This design comes from an exercise in tuning for small area, a short achievable clock period and few clock cycles per item on the open sky130 flow, not from production work. The RTL was checked by simulation tests, not by an equivalence proof against the original design.

==> flow/design.v (outline; a module is shown in full before it is edited, if it fits) <==
// module ptpd_axis: 199 lines
// module ptpd_ctrl: 117 lines
// module ptpd_pd_term: 633 lines
// module ptpd_conv1: 317 lines
// module ptpd_conv2: 148 lines
// module pan_tilt_pd_tracker: 116 lines
module pan_tilt_pd_tracker (
	input  logic                                    clk,
	input  logic                                    arst_n,
	input  logic                                    cfg_we,
	input  logic [ptpd_pkg::CFG_IDX_BITS-1:0]       cfg_index,
	input  logic [ptpd_pkg::CFG_DATA_BITS-1:0]      cfg_data,
	input  logic                                    in_valid,
	output logic                                    in_ready,
	input  logic signed [ptpd_pkg::ERROR_BITS-1:0]  pan_pixel_error,
	input  logic signed [ptpd_pkg::ERROR_BITS-1:0]  tilt_pixel_error,
	input  logic                                    target_seen,
	input  logic [ptpd_pkg::AGE_BITS-1:0]           link_age_ms,
	input  logic                                    stop_press,
	output logic                                    out_valid,
	input  logic                                    out_ready,
	output logic [ptpd_pkg::PULSE_BITS-1:0]         pan_pulse_us,
	output logic [ptpd_pkg::PULSE_BITS-1:0]         tilt_pulse_us,
	output logic                                    tracking_active,
	output logic                                    drive_enabled
);
  // ...
==> flow/run.sh <==
#!/bin/bash
# synth_recipe.tcl (not shown) runs the flow's synth.tcl, then flattens the netlist and writes it again
# the make line also repeats each setting of config.mk as NAME=value (left out here)
make -C /OpenROAD-flow-scripts/flow DESIGN_CONFIG=/design/flow/config.mk WORK_HOME=/design/flow/orfs CLKGATE_MAP_FILE= SYNTH_SCRIPT=/design/flow/synth_recipe.tcl finish
==> flow/config.mk <==
export PLATFORM = sky130hd
export DESIGN_NAME = pan_tilt_pd_tracker
export DESIGN_NICKNAME = pan_tilt_pd_tracker
export VERILOG_FILES = /design/flow/design.v
export SDC_FILE = /design/flow/constraint.sdc
export NUM_CORES = 4
export LEC_CHECK = 0
export CAP_MARGIN = 20
export CORE_MARGIN = 2
export CORE_UTILIZATION = 60
export SETUP_SLACK_MARGIN = 5
export SLEW_MARGIN = 20
==> flow/constraint.sdc <==
create_clock -name core_clock -period 11.0 [get_ports {clk}]
set_input_delay 2.2000 -clock core_clock [delete_from_list [all_inputs] [get_ports {clk}]]
set_output_delay 2.2000 -clock core_clock [all_outputs]
set_load 0.01 [all_outputs]
==> out/results.ini, run 1 <==
[yosys]
synth_most_common_cell = inv_1
syn-cell-area_um2 = 54300
synth_top_family_by_area = adder cells
synth_commonest_cells = inv_1, fa_1, ha_1
synth_cell_types = 100
synth-edff-count = 335
synth_compound_area_share_pct = 11.7
synth_xor_area_share_pct = 8.74
synth.area.mux_share_pct = 2.05

[setup_path]
critPathKind = reg2reg
rr_startpoint = u_tilt.cv3_q
endpoint_kind = flip-flop
cp_top_family = adder cells
critPathMaxStageDelay_ns = 0.69
rr_endpoint = u_tilt.cp4_q

[cells_and_area]
final_common_cell = inv_1

[placed_design]
place_congestion = 0.889

[sta]
max_freq_ghz = 0.199
fin_skew_ns = 0.0191

[floorplan]
ioPinCount = 94

[route]
post_drt_wl_per_cell_um = 20.3

[run_status]
outcome = complete, no violations

[clock_network]
clock-root-buffer = clkbuf_16

Testbench counts, summed over its fixed seeds: cycles 3,248, items 3,200.
==> run 2, diff against run 1 <==
==> flow/flow/run.sh (new file) <==
#!/bin/bash
set -euo pipefail
MARGIN=6.8
sed -i '/SETUP_SLACK_MARGIN/d' config.mk
echo "export SETUP_SLACK_MARGIN = ${MARGIN}" >> config.mk
bash standard.sh > standard.log 2>&1
==> flow/standard.sh (new file) <==
#!/bin/bash
# synth_recipe.tcl (not shown) runs the flow's synth.tcl, then flattens the netlist and writes it again
# the make line also repeats each setting of config.mk as NAME=value (left out here)
make -C /OpenROAD-flow-scripts/flow DESIGN_CONFIG=/design/flow/config.mk WORK_HOME=/design/flow/orfs CLKGATE_MAP_FILE= SYNTH_SCRIPT=/design/flow/synth_recipe.tcl "${@:-finish}"
--- a/flow/config.mk
+++ b/flow/config.mk
@@ -8,5 +8,5 @@
 export CAP_MARGIN = 20
 export CORE_MARGIN = 2
 export CORE_UTILIZATION = 60
-export SETUP_SLACK_MARGIN = 5
 export SLEW_MARGIN = 20
+export SETUP_SLACK_MARGIN = 6.8
removed: flow/run.sh
==> run 2 against run 1 <==
Net effect: cell count up 3.6%; synthesized cell count unchanged; fmax up 13%; flip-flop and latch count unchanged; worst hold slack better by 0.00067 ns; count of clock-buffer cells in the layout up 8; critical path depth up 2; sequential share of layout area down 1.1 points; still clean; design area up 4.9%; routed wire length up 3.5%.
==> out/results.ini, run 2 <==
[clock_network]
numCtsBuffers = 60
insertion_delay_ns = 0.67
cts_sinks = 549
holdBufCountCts = 0
htreeDepth = 2
tritoncts = built
clk_pin_slew_worst_paths_ns = 0.06
clk_path_buf_depth = 3
clock-root-buffer = clkbuf_16

[sta]
rsz0062_at_grt = true
period_needed_ns = 4.46
drv_slew = 0
slew_headroom_pct = 24.7
tightestPinTransition_ns = 1.12
fin_skew_ns = 0.0303  ; +0.0112 ns
fin_crit_sh_pct = 40.5
setup_tns_ns = 0
fin_hold_ws_ns = 0.420
hold_viol = 0
max_freq_ghz = 0.224  ; +13%
setup_violations = 0

[placed_design]
place_congestion = 0.915  ; +2.9%
hpwl_mm = 97.8
io_buffers = 93

[yosys]
synth_most_common_cell = inv_1
synth_top_area_share_pct = 22.8
synthTopCellsByArea = fa_1, edfxtp_1, ha_1
synth_commonest_cells = inv_1, fa_1, ha_1
synth_top_area_cell = fa_1
syn-cell-area_um2 = 54300  ; unchanged
syn_nets = 6295
yosysSeqAreaShare_pct = 28.3
synthArstFlopShare_pct = 34.2
synthCells = 5083
synth-edff-count = 335  ; unchanged
yosysWarnings = 4
synthFlopType = edfxtp_1
synth_cell_types = 100  ; unchanged
avgSynthCellArea_um2 = 10.7
ys_ff_latch = 549

[setup_path]
required_ns = 11.40
rr_startpoint = u_tilt.xv3_q[0]
crit_arrival_ns = 4.86
cp-start-kind = flip-flop
rr_endpoint = u_tilt.cp4_q
reg2reg_slack_ns = 6.54
r2r.worst_path.cells = 21
endpoint_kind = flip-flop
critPathKind = reg2reg
crit_fanout = 5

[floorplan]
fp.dieW_um = 305
ioPinCount = 94  ; unchanged
num_rows = 110
dieArea_um2 = 93000
initial_core_util_pct = 60.5
die_y_um = 305
core_um2 = 89900

[cells_and_area]
final_cell_mix = inv_1, fa_1, ha_1
n_antenna_cell = 0
final_common_cell = inv_1
final_nets = 6450
utilization_pct = 67.9
area_delta_synth_final_pct = 12.3
top_regs = u_ctrl.out_q: 26 flops, u_ctrl.sk_q: 26 flops
drive_gt1_share_pct = 13.9

[grt]
grt_overflow_total = 0
grtUsageTotal_pct = 28.3
grt_start_max_net_pins = 99
grt_pass1_vias = 37739
antenna_found_initial = 1
grt_pass1_wl_mm = 208

[run_status]
outcome = complete, no violations

[route]
post-route-drc-count = 0
dr.pass1.iters = 8
via_count = 37014
post_drt_via_cell_ratio = 5.72
drtIter0Drc = 2934
drtAntennaViolNets = 0
drt-total-wl_mm = 131
post_drt_wl_per_cell_um = 20.2  ; about the same

[hold_path]
holdPathStages = 0
min_to = u_ctrl.trk4_q
hold_start = u_ctrl.trk3_q
hold_path_class = reg2reg

[run]
drv_cap = 0

-- run 2: kinds of logic (layout without fill, tap and decap cells) --
kind of cell               after synthesis  in the layout  synth area share (%)
buffers and inverters                 1250           1456                  8.70
adders and majority gates             1148           1148                  35.0
AOI/OAI and AO/OA                      899            900                  11.7
and+or+nand+nor                        600            600                  5.54
DFF                                    549            549                  28.3
xor gates and xnor gates               538            538                  8.74
muxes                                   99             99                  2.05
-- run 2: area by class of cell --
| type | instances | area [um2] |
|---|---|---|
| Multi-Input combinational cell | 3285 | 35000 |
| Fill cell | 7018 | 28900 |
| Sequential cell | 549 | 15400 |
| Inverter | 998 | 3830 |
| Timing Repair Buffer | 344 | 3240 |
| Clock buffer | 90 | 1840 |
| Tap cell | 1176 | 1470 |
| Clock inverter | 24 | 248 |
-- run 2: metrics by stage --
stage / std cells / cell area [um2] / setup WS (ns)
2_1_floorplan: 5083 / 54500 / 6.80
3_3_place_gp: 6120 / 56100 / 5.98
3_5_place_dp: 6122 / 56200 / 5.93
4_1_cts: 6333 / 59400 / 6.58
5_1_grt: 6466 / 61000 / 6.33
6_report: 6466 / 61000 / 6.54
-- run 2: routing by layer --
metal	part of all wire [%]	vias up	GRT usage, %
li1	-	17168	-
met3	6.9	239	4.10
met5	0	-	0
met2	46	1218	45.2
met1	45	18389	40.8
met4	2.8	0	7.58
-- run 2: timing repair --
item | CTS | global route
gates cloned | 0 | 4
resized for setup | 104 | 87
endpoints found under the hold margin | 0 | 0
setup endpoints to repair | 121 | 117
setup buffers | 97 | 128
pin swaps | 66 | 61
-- run 2: worst max path at each step --
stage               startpoint           endpoint  slack, ns
4_1_cts           u_tilt.cv3_q       u_tilt.cp4_q       6.58
3_3_place_gp    link_age_ms[1]   u_pan.p_two_q[2]       5.98
3_5_place_dp    link_age_ms[1]  u_tilt.p_two_q[3]       5.93
5_1_grt        u_tilt.xv3_q[0]       u_tilt.cp4_q       6.33
2_1_floorplan   link_age_ms[1]   u_pan.p_two_q[5]       6.80
6_report       u_tilt.xv3_q[0]       u_tilt.cp4_q       6.54
-- run 2: critical path, stage by stage, from the launching register on --
cell      delay (ns)
edfxtp_1        0.40
fa_2            0.42
inv_2           0.06
fa_2            0.20
nor2b_2         0.05
o21ai_2         0.16
a21oi_2         0.09
o211ai_1        0.25
nand2_1         0.15
a21oi_4         0.21
xnor2_4         0.15
buf_12          0.15
buf_12          0.12
xnor2_4         0.21
xnor2_2         0.14
fa_1            0.44
ha_2            0.20
or3_1           0.39
o21ai_2         0.08
a21oi_2         0.05
a22oi_2         0.21
a21oi_1         0.09
==> run 3, diff against run 2 <==
==> flow/flow/run.sh (replaced) <==
#!/bin/bash
set -euo pipefail
MARGIN=6.2
sed -i '/SETUP_SLACK_MARGIN/d' config.mk
echo "export SETUP_SLACK_MARGIN = ${MARGIN}" >> config.mk
bash standard.sh > standard.log 2>&1
--- a/flow/config.mk
+++ b/flow/config.mk
@@ -8,5 +8,6 @@
 export CAP_MARGIN = 20
 export CORE_MARGIN = 2
 export CORE_UTILIZATION = 60
+export CTS_BUF_LIST = sky130_fd_sc_hd__clkbuf_8
 export SLEW_MARGIN = 20
-export SETUP_SLACK_MARGIN = 6.8
+export SETUP_SLACK_MARGIN = 6.2
==> run 3 against run 2 <==
Net effect: core utilization decreased by 2.8 points; fmax decreased by 4.7%; still clean on timing, DRC and antenna; first-iteration DRC count decreased by 7.8%; critical endpoint is now u_tilt.y1_q[4]; cell count decreased by 1.9%; flip-flop and latch count unchanged; via count decreased by 1.9%; register-to-register slack got worse by 0.22 ns; die area unchanged.
==> out/results.ini, run 3 <==
[yosys]
synthTopCellsByArea = fa_1, edfxtp_1, ha_1
yosysWarnings = 4  ; unchanged
synth_cell_types = 100  ; unchanged
synthArstFlopShare_pct = 34.2  ; unchanged
syn-cell-area_um2 = 54300  ; unchanged
syn_nets = 6295  ; unchanged
avgSynthCellArea_um2 = 10.7  ; unchanged
synth_top_area_cell = fa_1
synthCells = 5083  ; unchanged
synthFlopType = edfxtp_1
synth_commonest_cells = inv_1, fa_1, ha_1
synth-edff-count = 335  ; unchanged
synth_top_area_share_pct = 22.8  ; unchanged
ys_ff_latch = 549  ; unchanged
synth_most_common_cell = inv_1
yosysSeqAreaShare_pct = 28.3  ; unchanged

[floorplan]
dieArea_um2 = 93000  ; unchanged
fp.dieW_um = 305  ; unchanged
num_rows = 110  ; unchanged
die_y_um = 305  ; unchanged
initial_core_util_pct = 60.5  ; unchanged
core_um2 = 89900  ; unchanged
ioPinCount = 94  ; unchanged

[setup_path]
cp-start-kind = flip-flop
required_ns = 11.48  ; +0.08 ns
cp_top_family = adder cells
crit_buf_inv = 2  ; -1
crit_fanout = 13  ; +8
critPathKind = reg2reg
reg2reg_slack_ns = 6.32  ; -0.22 ns
critPathMaxStageDelay_ns = 0.74  ; +0.30 ns
cp_slowest_cell = clkinv_1
rr_startpoint = u_tilt.e_neg_q[5]
path_common_cell = fa_1
cp_cell_sequence = clkinv_1 > xnor2_1 > fa_1 > fa_1 > fa_1 > fa_1 > inv_1 > fa_1
crit_arrival_ns = 5.16  ; +0.30 ns
r2r.worst_path.cells = 8  ; -62%
endpoint_kind = flip-flop
rr_endpoint = u_tilt.y1_q[4]

[sta]
fin_skew_ns = 0.0392  ; +0.00889 ns
setup_violations = 0  ; unchanged
tightestPinTransition_ns = 1.05  ; -0.0730 ns
rsz0062_at_grt = true
hold_viol = 0  ; unchanged
fin_hold_ws_ns = 0.419  ; -0.00124 ns
max_freq_ghz = 0.214  ; -4.7%
setup_tns_ns = 0  ; unchanged
slew_headroom_pct = 29.5  ; +4.8 points
period_needed_ns = 4.68  ; +0.220 ns
drv_slew = 0  ; unchanged
fin_crit_sh_pct = 42.5  ; +2.0 points

[grt]
grtUsageTotal_pct = 28.0  ; -0.31 points
antenna_found_initial = 4  ; +3
grt_start_max_net_pins = 103  ; +4.0%
grt_pass1_wl_mm = 205  ; -1.2%
grt_overflow_total = 0  ; unchanged
grt_pass1_vias = 37322  ; -1.1%

[cells_and_area]
fill_cells = 7322  ; +4.3%
area_delta_synth_final_pct = 7.65
final_nets = 6290  ; -2.5%
final_common_cell = inv_1
top_regs = u_ctrl.out_q: 26 flops, u_ctrl.sk_q: 26 flops
utilization_pct = 65.1  ; -2.8 points
drive_gt1_share_pct = 8.50  ; -5.4 points
stdcell_area_um2 = 58500  ; -4.1%
final_cell_mix = inv_1, fa_1, ha_1

[placed_design]
io_buffers = 93  ; unchanged
hpwl_mm = 98.4  ; +0.55%
place_congestion = 0.889  ; -2.8%
place_area_um2 = 56000  ; -0.28%

[clock_network]
clock-root-buffer = clkbuf_8
numCtsBuffers = 99  ; +65%
clk_pin_slew_worst_paths_ns = 0.06  ; about the same
htreeDepth = 3  ; +1
insertion_delay_ns = 0.76  ; +0.09 ns
clk_path_buf_depth = 3  ; unchanged
tritoncts = built
cts_sinks = 549  ; unchanged
holdBufCountCts = 0  ; unchanged

[route]
drt-total-wl_mm = 128  ; -2.5%
drtIter0Drc = 2704  ; -7.8%
via_count = 36329  ; -1.9%
post_drt_via_cell_ratio = 5.73  ; about the same
post_drt_wl_per_cell_um = 20.1  ; -0.66%
drtAntennaViolNets = 0  ; unchanged
dr.pass1.iters = 6  ; -2
post-route-drc-count = 0  ; unchanged

[hold_path]
holdPathStages = 0  ; unchanged
min_to = u_ctrl.trk4_q
hold_path_class = reg2reg
hold_start = u_ctrl.trk3_q

[run_status]
outcome = complete, no violations

[run]
drv_cap = 0  ; unchanged

## run 3: cell counts after synthesis
Identical to the previous run, type by type.
## run 3: cell families after synthesis
| family | share of synthesized area, % |
|---|---|
| xor+xnor | 8.74 |
| compound gates | 11.7 |
| fa+ha+maj | 35.0 |
| mux | 2.05 |
| flops | 28.3 |
| buf+inv | 8.70 |
| simple gates | 5.54 |
## run 3: worst max-delay path by stage
| stage | cells after the start | startpoint | slack (ns) | end |
|---|---|---|---|---|
| global placement | 12 | link_age_ms[1] | 5.96 | u_tilt.p_two_q[3] |
| finish | 8 | u_tilt.e_neg_q[5] | 6.32 | u_tilt.y1_q[4] |
| floorplan | 19 | u_tilt.cv3_q | 6.49 | u_tilt.cp4_q |
| detailed placement | 12 | link_age_ms[1] | 5.87 | u_pan.p_one_q[4] |
| global route | 19 | u_tilt.cv3_q | 6.15 | u_tilt.cp4_q |
| CTS | 19 | u_tilt.cv3_q | 6.12 | u_tilt.cp4_q |
## run 3: repair_timing
item	in CTS	in global routing
setup endpoints to repair	2	29
gates resized for setup	4	41
cloned	0	0
pin swaps	0	18
buffers inserted	0	26
## run 3: layout make-up
type | count | area [um2] | area share, %
Antenna cell | 5 | 12.5 | 0.0214
Clock buffer | 114 | 1570 | 2.68
Clock inverter | 72 | 444 | 0.759
Inverter | 998 | 3760 | 6.43
Multi-Input combinational cell | 3284 | 34500 | 59.0
Sequential cell | 549 | 15400 | 26.3
Tap cell | 1176 | 1470 | 2.52
Timing Repair Buffer | 146 | 1360 | 2.33
## run 3: metrics by stage
step | setup WS [ns] | instances
finish | 6.32 | 6344
global route | 6.15 | 6343
CTS | 6.12 | 6311
detailed placement | 5.87 | 6125
global placement | 5.96 | 6125
floorplan | 6.49 | 5083
## run 3: worst register-to-register path, cell delays in order (launching register included)
cell	delay, ns
edfxtp_1	0.71
clkinv_1	0.75
xnor2_1	0.38
fa_1	0.66
fa_1	0.47
fa_1	0.44
fa_1	0.51
inv_1	0.05
fa_1	0.44
## run 3: metal layers
metal	share of wire, %	routed length (um)	global-route usage [%]	vias to the layer above
li1	-	-	-	16880
met1	45	57600	40.2	18097
met2	46	58700	44.5	1153
met3	6.8	8690	4.15	199
met4	2.0	2610	7.97	0
met5	0	0	0	-
==> run 4, diff against run 3 <==
--- a/flow/config.mk
+++ b/flow/config.mk
@@ -8,6 +8,5 @@
 export CAP_MARGIN = 20
 export CORE_MARGIN = 2
 export CORE_UTILIZATION = 60
-export CTS_BUF_LIST = sky130_fd_sc_hd__clkbuf_8
 export SLEW_MARGIN = 20
 export SETUP_SLACK_MARGIN = 6.2
==> run 4 against run 3 <==
Net effect: first-iteration DRC count is 4.3% higher; worst setup slack gained 0.0097 ns.
==> out/results.ini, run 4 <==
[cells_and_area]
layoutNonFillerInstCount = 6272  ; -1.1%
multi_input_comb_area_um2 = 34500  ; about the same
final_common_cell = inv_1
final_cell_mix = inv_1, fa_1, ha_1
drive_gt1_share_pct = 8.05  ; -0.46 points
top_regs = u_ctrl.out_q: 26 flops, u_ctrl.sk_q: 26 flops
area_delta_synth_final_pct = 7.93
seqCellArea_um2 = 15400  ; unchanged
n_antenna_cell = 0  ; -5
utilization_pct = 65.3  ; +0.17 points
fill_cells = 7282  ; -0.55%
final_nets = 6255  ; -0.56%

[floorplan]
dieArea_um2 = 93000  ; unchanged
ioPinCount = 94  ; unchanged
die_y_um = 305  ; unchanged
initial_core_util_pct = 60.5  ; unchanged
fp.dieW_um = 305  ; unchanged
core_um2 = 89900  ; unchanged
num_rows = 110  ; unchanged

[placed_design]
place_congestion = 0.889  ; unchanged
place_inst = 6125  ; unchanged
io_buffers = 93  ; unchanged
hpwl_mm = 98.4  ; unchanged

[setup_path]
required_ns = 11.41  ; -0.07 ns
r2r.worst_path.cells = 8  ; unchanged
rr_startpoint = u_tilt.e_neg_q[5]
crit_start = u_tilt.e_neg_q[5]
rr_endpoint = u_tilt.y1_q[4]
crit_fanout = 13  ; unchanged
crit_buf_inv = 2  ; unchanged
critPathMaxStageDelay_ns = 0.74  ; about the same
critPathKind = reg2reg
crit_arrival_ns = 5.08  ; -0.08 ns
cp-start-kind = flip-flop
endpoint = u_tilt.y1_q[4]
cp_cell_sequence = clkinv_1 > xnor2_1 > fa_1 > fa_1 > fa_1 > fa_1 > inv_1 > fa_1
cp_slowest_cell = clkinv_1
reg2reg_slack_ns = 6.33  ; about the same
cp.depth = 8  ; unchanged
cp_top_family = adder cells
path_common_cell = fa_1
endpoint_kind = flip-flop

[run_status]
outcome = complete, no violations

[route]
drtAntennaViolNets = 0  ; unchanged
via_count = 36044  ; -0.78%
drtIter0Drc = 2821  ; +4.3%
dr.pass1.iters = 6  ; unchanged
post-route-drc-count = 0  ; unchanged
drt-total-wl_mm = 127  ; -0.65%
post_drt_via_cell_ratio = 5.75  ; +0.35%
post_drt_wl_per_cell_um = 20.2  ; +0.49%

[sta]
setup_violations = 0  ; unchanged
max_freq_ghz = 0.214  ; +0.21%
rsz0062_at_grt = true
fin_crit_sh_pct = 42.5  ; -0.089 points
slew_headroom_pct = 28.6  ; -0.92 points
drv_slew = 0  ; unchanged
period_needed_ns = 4.67  ; -0.00975 ns
fin_skew_ns = 0.0161  ; -0.0231 ns
fin_hold_ws_ns = 0.419  ; +0.000557 ns
tightestPinTransition_ns = 1.07  ; +0.0137 ns
hold_viol = 0  ; unchanged
setup_tns_ns = 0  ; unchanged

[clock_network]
clock-root-buffer = clkbuf_16
insertion_delay_ns = 0.68  ; -0.08 ns
clk_path_buf_depth = 3  ; unchanged
clk_pin_slew_worst_paths_ns = 0.06  ; about the same
cts_sinks = 549  ; unchanged
numCtsBuffers = 61  ; -38%
tritoncts = built
htreeDepth = 2  ; -1

[yosys]
synth_top_area_cell = fa_1
synth_compound_area_share_pct = 11.7  ; unchanged
syn-cell-area_um2 = 54300  ; unchanged
synth.area.mux_share_pct = 2.05  ; unchanged
synth-edff-count = 335  ; unchanged
synthAdderAreaFrac_pct = 35.0  ; unchanged
yosysWarnings = 4  ; unchanged
synth_commonest_cells = inv_1, fa_1, ha_1
synth_top_family_by_area = adder cells
yosysSeqAreaShare_pct = 28.3  ; unchanged
synth-simple-area-share_pct = 5.54  ; unchanged
synthTopCellsByArea = fa_1, edfxtp_1, ha_1
synth_top_area_share_pct = 22.8  ; unchanged
avgSynthCellArea_um2 = 10.7  ; unchanged
synth_cell_types = 100  ; unchanged
synth_most_common_cell = inv_1
synthCells = 5083  ; unchanged
synthArstFlopShare_pct = 34.2  ; unchanged
synth_xor_area_share_pct = 8.74  ; unchanged
ys_ff_latch = 549  ; unchanged
syn_nets = 6295  ; unchanged
synthFlopType = edfxtp_1

[run]
drv_cap = 0  ; unchanged

[hold_path]
hold_path_class = reg2reg
hold_start = u_ctrl.trk3_q

[grt]
grt_pass1_vias = 36915  ; -1.1%
grt_pass1_wl_mm = 204  ; -0.49%
antenna_found_initial = 4  ; unchanged
grtUsageTotal_pct = 27.8  ; -0.20 points
grt_start_max_net_pins = 103  ; unchanged
grt_overflow_total = 0  ; unchanged

## run 4: cell counts after synthesis
Identical to the previous run, type by type.
## run 4: worst min-delay path by stage
stage | end | slack, ns | depth (start not counted)
after floorplan | u_ctrl.hlt1_q | 0.40 | 0
after global placement | u_ctrl.trk4_q | 0.40 | 0
after detailed placement | u_ctrl.trk4_q | 0.41 | 0
after CTS | u_ctrl.trk4_q | 0.42 | 0
after global routing | u_ctrl.trk4_q | 0.43 | 0
final | u_ctrl.trk4_q | 0.42 | 0
## run 4: cell type report
class                   instances  area share (%)
clock buffers                  82            2.95
clock inverters                34           0.666
inverters                     998            6.42
multi-input cells            3284            58.9
flip-flops and latches        549            26.2
well taps                    1176            2.51
repair buffers                149            2.41
## run 4: repair_timing
action | CTS | global route
pin swaps | 0 | 18
resized for setup | 4 | 41
buffers inserted | 0 | 29
endpoints found under the setup margin | 2 | 30
hold buffers | 0 | 0
## run 4: cell families (layout without fill, tap and decap cells)
logic type,Yosys count,count (layout)
muxes,99,99
adders and majority gates,1148,1148
DFF,549,549
buffers and inverters,1250,1263
AOI/OAI and AO/OA,899,899
and+or+nand+nor,600,600
xor gates and xnor gates,538,538
## run 4: per-stage QoR
stage	cell area [um2]	setup WS, ns
3_3_place_gp	56000	5.96
4_1_cts	58100	6.11
2_1_floorplan	54300	6.49
5_1_grt	58600	6.12
3_5_place_dp	56000	5.87
6_report	58600	6.33
## run 4: per-layer routing
| layer | global-route usage (%) | vias up | part of all wire (%) |
|---|---|---|---|
| met3 | 3.65 | 207 | 6.5 |
| met2 | 44.4 | 1077 | 46 |
| met1 | 40.3 | 17992 | 45 |
| met5 | 0 | - | 0 |
| met4 | 7.40 | 0 | 2.3 |
| li1 | - | 16768 | - |
==> run 5, diff against run 4 <==
--- a/flow/config.mk
+++ b/flow/config.mk
@@ -7,6 +7,8 @@
 export LEC_CHECK = 0
 export CAP_MARGIN = 20
 export CORE_MARGIN = 2
-export CORE_UTILIZATION = 60
+export CORE_UTILIZATION = 70
+export CTS_BUF_LIST = sky130_fd_sc_hd__clkbuf_4 sky130_fd_sc_hd__clkbuf_8
+export CTS_CLUSTER_SIZE = 30
 export SLEW_MARGIN = 20
 export SETUP_SLACK_MARGIN = 6.2
==> run 5 against run 4 <==
Net effect: sequential share of layout area rose by 0.18 points; non-clock buffer count fell by 11; cell count down 1.4%; flip-flop and latch count unchanged; register-to-register slack better by 0.06 ns; design area shrank 0.70%; synthesized cell count stayed put; routed wire length shrank 3.0%; critical endpoint is now u_tilt.c1_q.
==> out/results.ini, run 5 <==
[placed_design]
place_congestion = 0.914  ; +2.8%
io_buffers = 93  ; unchanged
hpwl_mm = 94.7  ; -3.7%

[yosys]
synth_commonest_cells = inv_1, fa_1, ha_1
synthCells = 5083  ; unchanged
synth_top_area_cell = fa_1
synthTopCellsByArea = fa_1, edfxtp_1, ha_1
synth_top_area_share_pct = 22.8  ; unchanged
synth_most_common_cell = inv_1
synthFlopType = edfxtp_1
ys_ff_latch = 549  ; unchanged
synth-edff-count = 335  ; unchanged
syn-cell-area_um2 = 54300  ; unchanged
yosysWarnings = 4  ; unchanged
avgSynthCellArea_um2 = 10.7  ; unchanged
syn_nets = 6295  ; unchanged
synthArstFlopShare_pct = 34.2  ; unchanged
yosysSeqAreaShare_pct = 28.3  ; unchanged
synth_cell_types = 100  ; unchanged

[hold_path]
hold_path_class = reg2reg
holdPathStages = 0  ; unchanged
hold_start = u_ctrl.hlt2_q
min_to = u_ctrl.hlt3_q

[sta]
fin_skew_ns = 0.0297  ; +0.0136 ns
setup_violations = 0  ; unchanged
tightestPinTransition_ns = 1.19  ; +0.123 ns
fin_crit_sh_pct = 41.9  ; -0.56 points
drv_slew = 0  ; unchanged
hold_viol = 0  ; unchanged
rsz0062_at_grt = true
period_needed_ns = 4.61  ; -0.0611 ns
slew_headroom_pct = 20.8  ; -7.8 points
max_freq_ghz = 0.217  ; +1.3%
setup_tns_ns = 0  ; unchanged
fin_hold_ws_ns = 0.418  ; -0.00132 ns

[setup_path]
path_common_cell = fa_1
r2r.worst_path.cells = 15  ; +7
critPathKind = reg2reg
crit_fanout = 17  ; +4
crit_arrival_ns = 5.08  ; about the same
critPathMaxStageDelay_ns = 0.86  ; +0.12 ns
required_ns = 11.47  ; +0.06 ns
cp_cell_sequence = a22oi_1 > xnor2_1 > fa_1 > fa_1 > inv_1 > fa_1 > inv_1 > fa_1 > ha_1 > o21ai_0 > nand2b_1 > a21oi_1 > nor2b_1 > o21ai_0 > nand2b_1
cp_slowest_cell = edfxtp_1
cp.depth = 15  ; +7
crit_buf_inv = 2  ; unchanged
reg2reg_slack_ns = 6.39  ; +0.06 ns
rr_startpoint = u_tilt.e_two_q[0]
endpoint_kind = flip-flop
cp-start-kind = flip-flop
cp_top_family = adder cells
rr_endpoint = u_tilt.c1_q

[floorplan]
num_rows = 102  ; -7.3%
initial_core_util_pct = 70.4  ; +9.9 points
die_y_um = 283  ; -7.3%
ioPinCount = 94  ; unchanged
dieArea_um2 = 79900  ; -14%
core_um2 = 77200  ; -14%
fp.dieW_um = 283  ; -7.3%

[cells_and_area]
final_common_cell = inv_1
area_delta_synth_final_pct = 7.18
utilization_pct = 75.4  ; +10 points
final_cell_mix = inv_1, fa_1, ha_1
drive_gt1_share_pct = 8.93  ; +0.88 points
top_regs = u_ctrl.out_q: 26 flops, u_ctrl.sk_q: 26 flops
final_nets = 6275  ; +0.32%

[run_status]
outcome = complete, no violations

[route]
drtAntennaViolNets = 0  ; unchanged
drtIter0Drc = 2844  ; +0.82%
via_count = 36713  ; +1.9%
drt-total-wl_mm = 123  ; -3.0%
post-route-drc-count = 0  ; unchanged
post_drt_via_cell_ratio = 5.94  ; +3.3%
post_drt_wl_per_cell_um = 19.9  ; -1.6%
dr.pass1.iters = 7  ; +1

[grt]
grt_overflow_total = 0  ; unchanged
grt_start_max_net_pins = 100  ; -2.9%
grt_pass1_wl_mm = 198  ; -3.0%
antenna_found_initial = 1  ; -3
grt_pass1_vias = 37295  ; +1.0%
grtUsageTotal_pct = 31.7  ; +3.9 points

[run]
drv_cap = 0  ; unchanged

[clock_network]
insertion_delay_ns = 0.71  ; +0.03 ns
clk_pin_slew_worst_paths_ns = 0.07  ; about the same
holdBufCountCts = 0  ; unchanged
tritoncts = built
clock-root-buffer = clkbuf_8
numCtsBuffers = 92  ; +51%
htreeDepth = 3  ; +1
cts_sinks = 549  ; unchanged
clk_path_buf_depth = 3  ; unchanged

==> run 5: how the worst max path moves through the flow <==
stage                                 start               end  slack [ns]
after floorplan                u_tilt.cv3_q      u_tilt.cp4_q        6.49
after global placement       link_age_ms[1]  u_pan.p_two_q[2]        5.98
after detailed placement     link_age_ms[1]  u_pan.p_two_q[4]        5.79
after CTS                      u_tilt.cv3_q      u_tilt.cp4_q        6.22
after global routing            u_pan.cv3_q       u_pan.cp4_q        6.16
final                     u_tilt.e_two_q[0]       u_tilt.c1_q        6.39
==> run 5: logic make-up (layout without fill, tap and decap cells) <==
| logic type | after synthesis | count (layout) | synth area share, % |
|---|---|---|---|
| compound gates | 899 | 899 | 11.7 |
| xor+xnor | 538 | 538 | 8.74 |
| fa+ha+maj | 1148 | 1148 | 35.0 |
| buf+inv | 1250 | 1308 | 8.70 |
| flops | 549 | 549 | 28.3 |
| mux | 99 | 99 | 2.05 |
| other cells | 0 | 1 | 0 |
| simple gates | 600 | 600 | 5.54 |
==> run 5: routing by layer <==
layer  vias to the layer above  track usage (%)  share of wire (%)
met3                       308             7.48                9.4
met5                         -                0                  0
li1                      16814                -                  -
met1                     18059             44.3                 43
met4                         0             9.65                2.7
met2                      1532             49.8                 45
==> run 5: repair_timing <==
action                                  CTS  global route
pin swaps                                 0             8
buffers inserted                          0            26
endpoints found under the setup margin    2            13
resized for setup                         4            28
==> run 5: area by class of cell <==
cell class | instances | area (um2)
Antenna cell | 1 | 2.50
Clock buffer | 147 | 1780
Clock inverter | 25 | 287
Fill cell | 5447 | 19000
Inverter | 998 | 3760
Multi-Input combinational cell | 3284 | 34400
Sequential cell | 549 | 15400
Tap cell | 1040 | 1300
Timing Repair Buffer | 138 | 1300
==> run 5: through the flow <==
| stage | cell area [um2] | std cells | worst slack (ns) |
|---|---|---|---|
| finish | 58200 | 6182 | 6.39 |
| global route | 58200 | 6182 | 6.16 |
| CTS | 57900 | 6154 | 6.22 |
| detailed placement | 55800 | 5982 | 5.79 |
| global placement | 55800 | 5981 | 5.98 |
| floorplan | 54300 | 5083 | 6.49 |
==> run 6, diff against run 5 <==
==> flow/flow/run.sh (replaced) <==
#!/bin/bash
set -euo pipefail
MARGIN=6.8
sed -i '/SETUP_SLACK_MARGIN/d' config.mk
echo "export SETUP_SLACK_MARGIN = ${MARGIN}" >> config.mk
bash standard.sh synth > synth.log 2>&1
R=orfs/results/${FLOW_PLATFORM}/pan_tilt_pd_tracker/base
cp $R/1_2_yosys.v yosys_netlist_orig.v
python3 flow/fapol.py yosys_netlist_orig.v $R/1_2_yosys.v > fapol.log 2>&1
rm -f $R/1_synth.odb $R/1_synth.sdc
bash standard.sh > standard.log 2>&1
==> flow/flow/fapol.py (new file) <==
#!/usr/bin/env python3
"""Remove inverters around full adders in a Yosys netlist.

A full adder is self-dual: FA(~a, ~b, ~c) = (~cout, ~sum). Where an adder's
inputs mostly come through inverters, or its outputs mostly feed
inverters, the adder is turned to work on the other polarity, which drops
those inverters. Only combinational cells change; registers, ports and
every other cell are left as they are.

usage: fapol.py IN.v OUT.v
"""
import re
import sys
from collections import defaultdict

FA = "sky130_fd_sc_hd__fa_1"
INV_TYPES = re.compile(r"^sky130_fd_sc_hd__(inv|clkinv)_\d+$")
NEW_INV = "sky130_fd_sc_hd__inv_1"

src = open(sys.argv[1]).read()
m = re.search(r"^module\s.*?;\n", src, re.S | re.M)
head_end = m.end()
end = src.rindex("endmodule")
body = src[head_end:end]

cell_re = re.compile(r"^\s*(sky130_fd_sc_hd__\w+)\s+(\S+)\s*\((.*?)\);\s*$", re.S | re.M)
pin_re = re.compile(r"\.(\w+)\(\s*(.*?)\s*\)\s*(?:,|$)", re.S)

decls = []
cells = {}
order = []
pos = 0
other = []
for cm in cell_re.finditer(body):
    other.append(body[pos:cm.start()])
    pos = cm.end()
    typ, name, pins = cm.group(1), cm.group(2), cm.group(3)
    pm = {}
    for p, n in pin_re.findall(pins):
        pm[p] = " ".join(n.split())
    cells[name] = [typ, pm]
    order.append(name)
other.append(body[pos:])
rest = "".join(other)
# anything but cells (wire/input/output declarations, assigns) is kept as is
if re.search(r"\bassign\b", rest):
    ext_assign = set(" ".join(x.split()) for x in re.findall(r"[\\\w][^=;,{}]*", " ".join(re.findall(r"assign\s+(.*?);", rest, re.S))))
else:
    ext_assign = set()

OUTS = {"X", "Y", "Q", "Q_N", "SUM", "COUT", "HI", "LO"}


def is_out(typ, p):
    return p in OUTS


drv = {}
loads = defaultdict(set)
for name, (typ, pm) in cells.items():
    for p, n in pm.items():
        if is_out(typ, p):
            drv[n] = (name, p)
        else:
            loads[n].add((name, p))

# nets seen by the outside: ports and names in assigns
ports = set()
for d in re.findall(r"^\s*(?:input|output|inout)\s+(?:\[[^\]]*\]\s*)?(.*?);", src, re.M):
    ports.add(" ".join(d.split()))


def external(n):
    base = n.split(" [")[0].strip()
    return n in ports or base in ports or n in ext_assign or base in ext_assign or "'" in n


nid = [0]


def new_net():
    nid[0] += 1
    return f"_fapol{nid[0]}_"


new_wires = []


def is_inv(name):
    return name in cells and INV_TYPES.match(cells[name][0]) is not None


def inv_src(n):
    d = drv.get(n)
    if d and is_inv(d[0]):
        return cells[d[0]][1]["A"]
    return None


def inv_of(n):
    """An existing inverter output for net n, if any."""
    for (c, p) in loads.get(n, ()):
        if is_inv(c) and p == "A":
            return cells[c][1]["Y"]
    return None


def gain(fa):
    typ, pm = cells[fa]
    g = 0
    for p in ("A", "B", "CIN"):
        n = pm[p]
        s = inv_src(n)
        if s is not None:
            if len(loads[n]) == 1 and not external(n):
                g += 1
        elif inv_of(n) is None:
            g -= 1
    for p in ("COUT", "SUM"):
        n = pm[p]
        ls = loads.get(n, set())
        invs = [c for (c, q) in ls if is_inv(c)]
        others = [x for x in ls if not is_inv(x[0])]
        g += len(invs)
        if others or external(n):
            g -= 1
    return g


def set_pin(c, p, n):
    old = cells[c][1][p]
    loads[old].discard((c, p))
    cells[c][1][p] = n
    loads[n].add((c, p))


def remove_cell(c):
    typ, pm = cells.pop(c)
    for p, n in pm.items():
        if is_out(typ, p):
            drv.pop(n, None)
        else:
            loads[n].discard((c, p))


def add_inv(a, y):
    name = f"_fapolc{nid[0]}_"
    nid[0] += 1
    cells[name] = [NEW_INV, {"A": a, "Y": y}]
    order.append(name)
    drv[y] = (name, "Y")
    loads[a].add((name, "A"))


def flip(fa):
    typ, pm = cells[fa]
    for p in ("A", "B", "CIN"):
        n = pm[p]
        s = inv_src(n)
        if s is not None:
            set_pin(fa, p, s)
            if not loads[n] and not external(n):
                remove_cell(drv[n][0])
        else:
            z = inv_of(n)
            if z is None:
                z = new_net()
                new_wires.append(z)
                add_inv(n, z)
            set_pin(fa, p, z)
    for p in ("COUT", "SUM"):
        n = pm[p]
        nn = new_net()
        new_wires.append(nn)
        drv.pop(n, None)
        cells[fa][1][p] = nn
        drv[nn] = (fa, p)
        ls = list(loads.get(n, set()))
        for (c, q) in ls:
            if c in cells and is_inv(c):
                y = cells[c][1]["Y"]
                if external(y):
                    # keep the net name: drive it from a buffer-free rename is
                    # not possible, so leave this inverter as a double one
                    continue
                for (c2, q2) in list(loads.get(y, set())):
                    set_pin(c2, q2, nn)
                remove_cell(c)
        rest_loads = [x for x in loads.get(n, set())]
        if rest_loads or external(n):
            add_inv(nn, n)


changed = True
flips = 0
while changed:
    changed = False
    for fa in [c for c in order if c in cells and cells[c][0] == FA]:
        if gain(fa) > 0:
            flip(fa)
            flips += 1
            changed = True

out = [src[:head_end]]
out.append(rest.rstrip("\n") + "\n" if False else "")
# keep declarations, add new wires, then cells
decl_text = rest
out.append(decl_text.rstrip() + "\n")
for w in new_wires:
    out.append(f"  wire {w};\n")
for c in order:
    if c not in cells:
        continue
    typ, pm = cells[c]
    pins = ",\n".join(f"    .{p}({n} )" if n.startswith("\\") else f"    .{p}({n})" for p, n in pm.items())
    out.append(f"  {typ} {c} (\n{pins}\n  );\n")
out.append(src[end:])
open(sys.argv[2], "w").write("".join(out))
ninv = sum(1 for c in cells if is_inv(c))
sys.stderr.write(f"fapol: {flips} adders turned, {ninv} inverters left\n")
--- a/flow/config.mk
+++ b/flow/config.mk
@@ -11,4 +11,4 @@
 export CTS_BUF_LIST = sky130_fd_sc_hd__clkbuf_4 sky130_fd_sc_hd__clkbuf_8
 export CTS_CLUSTER_SIZE = 30
 export SLEW_MARGIN = 20
-export SETUP_SLACK_MARGIN = 6.2
+export SETUP_SLACK_MARGIN = 6.8
==> run 6 against run 5 <==
Net effect: critical path depth is 3 higher; fmax is 1.5% higher; count of clock-buffer cells in the layout is 7 lower; global-route usage is 1.0 points higher; flip-flop and latch count stayed put; die area is 2.2% lower; via count is 0.56% lower; worst setup slack better by 0.070 ns; design area is 1.1% higher; critical path type unchanged.
==> out/results.ini, run 6 <==
[run_status]
outcome = complete, no violations

[placed_design]
hpwl_mm = 93.2  ; -1.6%
place_congestion = 0.940  ; +2.9%
dp_slack_ns = 5.89  ; +0.102 ns
io_buffers = 93  ; unchanged
place_inst = 5585  ; -6.6%

[cells_and_area]
fill_cells = 4853  ; -11%
area_delta_synth_final_pct = 10.9
layoutNonFillerInstCount = 5920  ; -4.2%
top_regs = u_ctrl.out_q: 26 flops, u_ctrl.sk_q: 26 flops
drive_gt1_share_pct = 14.1  ; +5.2 points
seqCellArea_um2 = 15400  ; +0.40%
final_cell_mix = inv_1, fa_1, ha_1
multi_input_comb_area_um2 = 34900  ; +1.3%
final_nets = 6083  ; -3.1%
final_common_cell = inv_1

[floorplan]
initial_core_util_pct = 71.0  ; +0.60 points
die_y_um = 279  ; -1.1%
dieArea_um2 = 78100  ; -2.2%
fp.dieW_um = 279  ; -1.1%
num_rows = 100  ; -2.0%
core_um2 = 74800  ; -3.1%
ioPinCount = 94  ; unchanged

[sta]
setup_violations = 0  ; unchanged
fin_hold_ws_ns = 0.411  ; -0.00687 ns
setup_ws_ns = 6.46  ; +0.0700 ns
period_needed_ns = 4.54  ; -0.0700 ns
tightestPinTransition_ns = 1.13  ; -0.0539 ns
rsz0062_at_grt = true
drv_slew = 0  ; unchanged
fin_crit_sh_pct = 41.3  ; -0.64 points
fin_skew_ns = 0.0405  ; +0.0108 ns
hold_viol = 0  ; unchanged
setup_tns_ns = 0  ; unchanged
max_freq_ghz = 0.220  ; +1.5%
slew_headroom_pct = 24.4  ; +3.6 points

[setup_path]
crit_arrival_ns = 4.97  ; -0.11 ns
required_ns = 11.43  ; -0.04 ns
critPathKind = reg2reg
endpoint_kind = flip-flop
cp-start-kind = flip-flop
reg2reg_slack_ns = 6.46  ; +0.07 ns
crit_fanout = 7  ; -10

[grt]
grt_overflow_total = 0  ; unchanged
grtUsageTotal_pct = 32.8  ; +1.0 points
grt_pass1_wl_mm = 200  ; +1.1%
grt_start_max_net_pins = 111  ; +11%
antenna_found_initial = 2  ; +1
grt_pass1_vias = 37463  ; +0.45%

[clock_network]
cts_sinks = 549  ; unchanged
numCtsBuffers = 92  ; unchanged
tritoncts = built
clock-root-buffer = clkbuf_8
clk_pin_slew_worst_paths_ns = 0.06  ; about the same
htreeDepth = 3  ; unchanged
insertion_delay_ns = 0.72  ; about the same
clk_path_buf_depth = 3  ; unchanged
holdBufCountCts = 0  ; unchanged

[yosys]
avgSynthCellArea_um2 = 11.2  ; +4.5%
syn_nets = 5966  ; -5.2%
syn-cell-area_um2 = 53100  ; -2.3%
synthCells = 4754  ; -6.5%
yosysWarnings = 4  ; unchanged

[route]
dr.pass1.iters = 6  ; -1
post_drt_wl_per_cell_um = 21.6  ; +8.7%
drtAntennaViolNets = 0  ; unchanged
via_count = 36507  ; -0.56%
drt-total-wl_mm = 128  ; +4.1%
drtIter0Drc = 3053  ; +7.3%
post-route-drc-count = 0  ; unchanged
post_drt_via_cell_ratio = 6.17  ; +3.8%

[hold_path]
hold_path_class = reg2reg

[run]
drv_cap = 0  ; unchanged

==> run 6: repair_timing <==
action	CTS	global route
setup endpoints to repair	95	91
gates resized for setup	55	98
pin swaps	32	51
buffers inserted	74	83
gates cloned	0	3
endpoints found under the hold margin	0	0
==> run 6: area by class of cell <==
cell class | instances | share of cell area [%]
clock inverter | 33 | 0.669
clock buffer | 140 | 2.95
tap | 969 | 2.06
antenna | 1 | 0.00425
timing repair buffer | 275 | 4.48
inverter | 669 | 4.37
multi-input combinational | 3284 | 59.3
sequential | 549 | 26.2
==> run 6: path summary, 6_finish.rpt <==
| kind | startpoint | cells past startpoint | to |
|---|---|---|---|
| max | u_tilt.xv3_q[0] | 18 | u_tilt.cp4_q |
| min | u_ctrl.hlt3_q | 0 | u_ctrl.hlt4_q |
| max reg2reg | u_tilt.xv3_q[0] | 18 | u_tilt.cp4_q |
| min reg2reg | u_ctrl.hlt3_q | 0 | u_ctrl.hlt4_q |
| max in group asynchronous | arst_n | 2 | gain_pd_pan_q[5] |
| min in group asynchronous | arst_n | 1 | gain_pd_tilt_q[1] |
==> run 6: layer usage <==
| layer | vias up | track usage [%] | routed length [um] |
|---|---|---|---|
| li1 | 16445 | - | - |
| met1 | 18107 | 45.6 | 52900 |
| met2 | 1648 | 52.0 | 60000 |
| met3 | 305 | 6.97 | 11100 |
| met4 | 2 | 10.5 | 3920 |
| met5 | - | 0 | 58 |
==> run 6: worst max-delay path, cell delays in order (launching register included) <==
cell and delay (ns):
edfxtp_1 0.40, fa_2 0.42, fa_2 0.34, inv_2 0.07, nor2b_2 0.04, o21ai_2 0.15
a21oi_2 0.09, o211ai_1 0.31, nand2_1 0.16, a21oi_4 0.22, xnor2_4 0.21, xnor3_1 0.51
fa_2 0.37, ha_2 0.18, a21o_1 0.17, a211o_1 0.26, a311o_1 0.27, o21ai_1 0.07
a21oi_1 0.05
==> run 6: metrics by stage <==
step / area, um2 / util [%]
floorplan: 53300 / -
global placement: 54700 / 73.0
detailed placement: 54700 / 73.0
CTS: 57700 / 77.1
global route: 58900 / 78.7
finish: 58900 / 78.7
==> run 7, diff against run 6 <==
--- a/flow/flow/run.sh
+++ b/flow/flow/run.sh
@@ -1,6 +1,6 @@
 #!/bin/bash
 set -euo pipefail
-MARGIN=6.8
+MARGIN=6.2
 sed -i '/SETUP_SLACK_MARGIN/d' config.mk
 echo "export SETUP_SLACK_MARGIN = ${MARGIN}" >> config.mk
 bash standard.sh synth > synth.log 2>&1
--- a/flow/config.mk
+++ b/flow/config.mk
@@ -11,4 +11,4 @@
 export CTS_BUF_LIST = sky130_fd_sc_hd__clkbuf_4 sky130_fd_sc_hd__clkbuf_8
 export CTS_CLUSTER_SIZE = 30
 export SLEW_MARGIN = 20
-export SETUP_SLACK_MARGIN = 6.8
+export SETUP_SLACK_MARGIN = 6.2
==> run 7 against run 6 <==
Net effect: still clean on timing, DRC and antenna; die area unchanged; flip-flop and latch count unchanged; synthesized cell count unchanged; routed wire length decreased by 5.2%; global-route usage decreased by 0.80 points; non-clock buffer count decreased by 135; fmax decreased by 2.1%; highest routed layer is now met4.
==> out/results.ini, run 7 <==
[setup_path]
critPathKind = reg2reg
crit_arrival_ns = 5.09  ; +0.12 ns
crit_fanout = 17  ; +10
cp-start-kind = flip-flop
endpoint_kind = flip-flop
required_ns = 11.45  ; +0.02 ns

[sta]
fin_crit_sh_pct = 42.2  ; +0.89 points
setup_violations = 0  ; unchanged
tightestPinTransition_ns = 1.21  ; +0.0705 ns
setup_ws_ns = 6.36  ; -0.0982 ns
fin_skew_ns = 0.0313  ; -0.00924 ns
max_freq_ghz = 0.216  ; -2.1%
setup_tns_ns = 0  ; unchanged
rsz0062_at_grt = false
period_needed_ns = 4.64  ; +0.0982 ns
hold_viol = 0  ; unchanged
slew_headroom_pct = 19.7  ; -4.7 points
drv_slew = 0  ; unchanged

[floorplan]
ioPinCount = 94  ; unchanged
fp.dieW_um = 279  ; unchanged
core_um2 = 74800  ; unchanged
initial_core_util_pct = 71.0  ; unchanged
die_y_um = 279  ; unchanged
dieArea_um2 = 78100  ; unchanged
num_rows = 100  ; unchanged

[grt]
antenna_found_initial = 1  ; -1
grt_use_met2_pct = 50.4  ; -1.6 points
grt_overflow_total = 0  ; unchanged
grtUsageTotal_pct = 32.0  ; -0.80 points
use_met1_pct = 45.3  ; -0.26 points
grt_pass1_vias = 36735  ; -1.9%
top_usage_layer = met2
met3_usage_pct = 6.03  ; -0.94 points
grt_start_max_net_pins = 103  ; -7.2%
grt_pass1_wl_mm = 196  ; -2.1%

[placed_design]
io_buffers = 93  ; unchanged
place_inst = 5589  ; +0.072%
dp_slack_ns = 5.88  ; -0.0182 ns
hpwl_mm = 93.0  ; -0.25%
place_congestion = 0.934  ; -0.68%

[route]
dr.pass1.iters = 6  ; unchanged
post_drt_via_cell_ratio = 6.15  ; -0.26%
via_count = 35574  ; -2.6%
post_drt_wl_per_cell_um = 21.0  ; -3.0%
drt-total-wl_mm = 121  ; -5.2%
drtAntennaViolNets = 0  ; unchanged
post-route-drc-count = 0  ; unchanged
drtIter0Drc = 3006  ; -1.5%

[clock_network]
cts_sinks = 549  ; unchanged
clock-root-buffer = clkbuf_8
clk_path_buf_depth = 3  ; unchanged
clk_pin_slew_worst_paths_ns = 0.08  ; +0.02 ns
tritoncts = built
htreeDepth = 3  ; unchanged
insertion_delay_ns = 0.72  ; about the same
numCtsBuffers = 92  ; unchanged

[cells_and_area]
fill_cells = 5218  ; +7.5%
multi_input_comb_area_um2 = 34500  ; -1.1%
utilization_pct = 76.1  ; -2.6 points
drive_gt1_share_pct = 9.74  ; -4.4 points
final_nets = 5948  ; -2.2%
layoutNonFillerInstCount = 5784  ; -2.3%
final_cell_mix = inv_1, fa_1, ha_1
seqCellArea_um2 = 15400  ; -0.40%
final_common_cell = inv_1
area_delta_synth_final_pct = 7.16
top_regs = u_ctrl.out_q: 26 flops, u_ctrl.sk_q: 26 flops

[yosys]
syn_nets = 5966  ; unchanged
avgSynthCellArea_um2 = 11.2  ; unchanged
synthCells = 4754  ; unchanged
yosysWarnings = 4  ; unchanged
syn-cell-area_um2 = 53100  ; unchanged

[run_status]
outcome = complete, no violations

[hold_path]
hold_path_class = reg2reg

[run]
drv_cap = 0  ; unchanged

-- run 7: cell type report --
type                            count  share of cell area [%]
Antenna cell                        1                 0.00440
Tap cell                          969                    2.13
Multi-Input combinational cell   3284                    60.6
Sequential cell                   549                    27.0
Timing Repair Buffer              140                    2.28
Clock inverter                     32                   0.482
Inverter                          669                    4.44
Clock buffer                      140                    3.02
-- run 7: timing repair --
action / 4_1_cts / 5_1_grt
hold buffers: 0 / 0
setup buffers: 2 / 19
setup endpoints to repair: 2 / 4
resized for setup: 4 / 42
gates cloned: 0 / 0
pin swaps: 1 / 27
-- run 7: critical path, cell delays in order, from the launching register on --
cell and delay, ns:
edfxtp_1 0.90, a22oi_1 0.22, xnor2_1 0.19, ha_1 0.28
inv_1 0.05, fa_1 0.54, inv_1 0.06, fa_1 0.52
fa_1 0.43, fa_1 0.47, ha_1 0.27, nor2b_1 0.13
o21ai_0 0.17, nand2b_1 0.15
-- run 7: metrics by stage --
step,hold WS [ns],instance area [um2]
finish,0.425,56900
global route,0.429,56900
CTS,0.420,56500
detailed placement,0.406,54500
global placement,0.404,54500
floorplan,0.400,53100
-- run 7: per-layer routing --
layer | wire length [um] | up-vias
met2 | 55800 | 1495
li1 | - | 16148
met1 | 51300 | 17653
met3 | 10700 | 278
met4 | 3520 | 0
met5 | 0 | -
-- run 7: worst paths after layout --
path                       depth (start not counted)              from  slack (ns)               end
setup reg to reg                                  13  u_pan.e_two_q[1]        6.36        u_pan.c1_q
max in group asynchronous                          2            arst_n        8.26     u_ctrl.sk_v_q
hold / removal                                     0     u_ctrl.trk1_q        0.43     u_ctrl.trk2_q
hold reg to reg                                    0     u_ctrl.trk1_q        0.43     u_ctrl.trk2_q
min in group asynchronous                          1            arst_n        1.38  gain_p_tilt_q[0]
setup / recovery                                  13  u_pan.e_two_q[1]        6.36        u_pan.c1_q
==> run 8, diff against run 7 <==
--- a/flow/flow/run.sh
+++ b/flow/flow/run.sh
@@ -1,6 +1,6 @@
 #!/bin/bash
 set -euo pipefail
-MARGIN=6.2
+MARGIN=6.6
 sed -i '/SETUP_SLACK_MARGIN/d' config.mk
 echo "export SETUP_SLACK_MARGIN = ${MARGIN}" >> config.mk
 bash standard.sh synth > synth.log 2>&1
--- a/flow/config.mk
+++ b/flow/config.mk
@@ -11,4 +11,4 @@
 export CTS_BUF_LIST = sky130_fd_sc_hd__clkbuf_4 sky130_fd_sc_hd__clkbuf_8
 export CTS_CLUSTER_SIZE = 30
 export SLEW_MARGIN = 20
-export SETUP_SLACK_MARGIN = 6.2
+export SETUP_SLACK_MARGIN = 6.6
==> run 8 against run 7 <==
Net effect: routed wire length rose by 2.2%; clock skew barely moved; area after synthesis did not move; flip-flop and latch count did not move; non-clock buffer count rose by 62; die area did not move.
==> out/results.ini, run 8 <==
[run_status]
outcome = complete, no violations

[clock_network]
htreeDepth = 3  ; unchanged
cts_sinks = 549  ; unchanged
numCtsBuffers = 91  ; -1.1%
tritoncts = built
insertion_delay_ns = 0.72  ; about the same
holdBufCountCts = 0  ; unchanged
clock-root-buffer = clkbuf_8
clk_pin_slew_worst_paths_ns = 0.06  ; -0.02 ns
clk_path_buf_depth = 3  ; unchanged

[cells_and_area]
top_regs = u_ctrl.out_q: 26 flops, u_ctrl.sk_q: 26 flops
drive_gt1_share_pct = 11.5  ; +1.8 points
final_nets = 6009  ; +1.0%
final_common_cell = inv_1
final_cell_mix = inv_1, fa_1, ha_1
stdcell_area_um2 = 57700  ; +1.4%
area_delta_synth_final_pct = 8.70

[sta]
drv_slew = 0  ; unchanged
fin_skew_ns = 0.0311  ; -0.000195 ns
period_needed_ns = 4.46  ; -0.173 ns
setup_violations = 0  ; unchanged
tightestPinTransition_ns = 1.12  ; -0.0855 ns
rsz0062_at_grt = true
slew_headroom_pct = 25.4  ; +5.7 points
fin_crit_sh_pct = 40.6  ; -1.6 points
setup_tns_ns = 0  ; unchanged
hold_viol = 0  ; unchanged
max_freq_ghz = 0.224  ; +3.9%

[route]
post_drt_wl_per_cell_um = 21.2  ; +1.1%
drtAntennaViolNets = 0  ; unchanged
via_count = 35944  ; +1.0%
dr.pass1.iters = 7  ; +1
drtIter0Drc = 3005  ; -0.033%
post_drt_via_cell_ratio = 6.15  ; about the same
drt-met1-wl_mm = 51.6  ; +0.68%
wl_met2_mm = 57.8  ; +3.5%
drt-total-wl_mm = 124  ; +2.2%
post-route-drc-count = 0  ; unchanged
dr.max_layer_used = met4
wl_met3_mm = 11.3  ; +5.5%

[grt]
antenna_found_initial = 2  ; +1
grtUsageTotal_pct = 32.6  ; +0.66 points
grt_pass1_vias = 37329  ; +1.6%
grt_start_max_net_pins = 100  ; -2.9%
grt_pass1_wl_mm = 200  ; +1.7%
grt_overflow_total = 0  ; unchanged

[floorplan]
initial_core_util_pct = 71.0  ; unchanged
num_rows = 100  ; unchanged
ioPinCount = 94  ; unchanged
dieArea_um2 = 78100  ; unchanged
core_um2 = 74800  ; unchanged
die_y_um = 279  ; unchanged
fp.dieW_um = 279  ; unchanged

[run]
drv_cap = 0  ; unchanged

[setup_path]
endpoint_kind = flip-flop
rr_startpoint = u_pan.cv3_q
r2r.worst_path.cells = 18  ; +5
endpoint = u_pan.cp4_q
crit_fanout = 6  ; -11
crit_start = u_pan.cv3_q
crit_arrival_ns = 4.91  ; -0.18 ns
critPathKind = reg2reg
rr_endpoint = u_pan.cp4_q
reg2reg_slack_ns = 6.54  ; +0.17 ns
required_ns = 11.44  ; about the same
cp-start-kind = flip-flop

[placed_design]
place_congestion = 0.947  ; +1.4%
hpwl_mm = 93.2  ; +0.25%
io_buffers = 93  ; unchanged
place_area_um2 = 54600  ; about the same

[yosys]
synthCells = 4754  ; unchanged
yosysWarnings = 4  ; unchanged
syn_nets = 5966  ; unchanged
syn-cell-area_um2 = 53100  ; unchanged
avgSynthCellArea_um2 = 11.2  ; unchanged

[hold_path]
hold_path_class = reg2reg

[run 8: final cells by class]
type	instances	area, um2
sequential	549	15400
antenna	1	2.50
multi-input combinational	3284	34600
timing repair buffer	202	1890
tap	969	1210
fill	4954	17100
clock inverter	31	332
inverter	669	2540
clock buffer	141	1720
[run 8: per-layer routing]
metal,up-vias,track usage (%)
met4,0,9.12
met2,1564,52.4
met3,291,7.08
met1,17795,45.3
li1,16294,-
met5,-,0
[run 8: through the flow]
step | utilization [%] | setup slack (ns) | hold WS [ns] | cells
after global routing | 77.1 | 6.32 | 0.433 | 5846
final | 77.1 | 6.54 | 0.418 | 5846
after floorplan | - | 6.60 | 0.400 | 4754
after CTS | 76.4 | 6.46 | 0.420 | 5808
after detailed placement | 72.9 | 5.86 | 0.418 | 5587
after global placement | 72.9 | 5.95 | 0.402 | 5587
[run 8: worst min-delay path by stage]
stage	startpoint	depth (start not counted)	slack (ns)	end
2_1_floorplan	u_ctrl.hlt0_q	0	0.40	u_ctrl.hlt1_q
3_3_place_gp	u_ctrl.trk1_q	0	0.40	u_ctrl.trk2_q
3_5_place_dp	u_ctrl.trk1_q	0	0.42	u_ctrl.trk2_q
4_1_cts	u_ctrl.trk3_q	0	0.42	u_ctrl.trk4_q
5_1_grt	u_ctrl.trk1_q	0	0.43	u_ctrl.trk2_q
6_report	u_ctrl.trk3_q	0	0.42	u_ctrl.trk4_q
[run 8: worst max-delay path, stage by stage (launching register included)]
cell	delay (ns)
edfxtp_1	0.40
fa_2	0.42
a21o_1	0.21
a21oi_2	0.19
o21ai_2	0.08
a31o_2	0.26
nand4_1	0.11
nand3b_1	0.17
xor2_4	0.23
buf_4	0.16
ha_1	0.27
inv_1	0.05
fa_1	0.41
ha_1	0.32
a21o_1	0.19
a211o_1	0.27
a311o_1	0.32
o21ai_0	0.07
a21oi_1	0.06
[run 8: repair_timing]
| action | in CTS | in global routing |
|---|---|---|
| buffers inserted | 49 | 36 |
| gates resized for setup | 28 | 57 |
| pin swaps | 37 | 36 |
| endpoints found under the setup margin | 41 | 77 |
| hold endpoints to repair | 0 | 0 |

-- what the ideal ports hide --
In the flow no input, the clock included, has a driving cell. The finished layouts below were timed again as built, in two steps. Step 1 assumes that a clkbuf_16 drives the clock port and a buf_2 every other input. Step 2 times the ports against the registers' clock, not the clock port: input delays grow and output delays shrink by t, the midpoint of the rising clock arrivals with the driver on. Slacks: ideal / step 1 / step 2; pairs: ideal / step 1.
run | shift t [ns] | setup slack, ns | hold WS [ns] | worst data-port slew with drivers (ns)
run 1 | 0.744 | 5.976 / 5.976 / 5.876 | 0.419 / 0.419 / 0.419 | 0.08
run 2 | 0.727 | 6.540 / 6.540 / 6.219 | 0.420 / 0.420 / 0.420 | 0.07
run 3 | 0.822 | 6.320 / 6.320 / 5.856 | 0.419 / 0.419 / 0.419 | 0.07
run 4 | 0.744 | 6.329 / 6.329 / 5.863 | 0.419 / 0.419 / 0.419 | 0.08
run 5 | 0.762 | 6.390 / 6.390 / 5.760 | 0.418 / 0.418 / 0.418 | 0.06
run 6 | 0.762 | 6.461 / 6.461 / 6.153 | 0.411 / 0.411 / 0.411 | 0.05
run 7 | 0.774 | 6.362 / 6.362 / 5.848 | 0.425 / 0.425 / 0.425 | 0.07
run 8 | 0.769 | 6.536 / 6.536 / 5.944 | 0.418 / 0.418 / 0.418 | 0.07
After both steps every run listed still meets setup and hold. The setup slack of run 5, which loses most, moves by 0.000 ns with the drivers and by -0.630 ns with both steps.
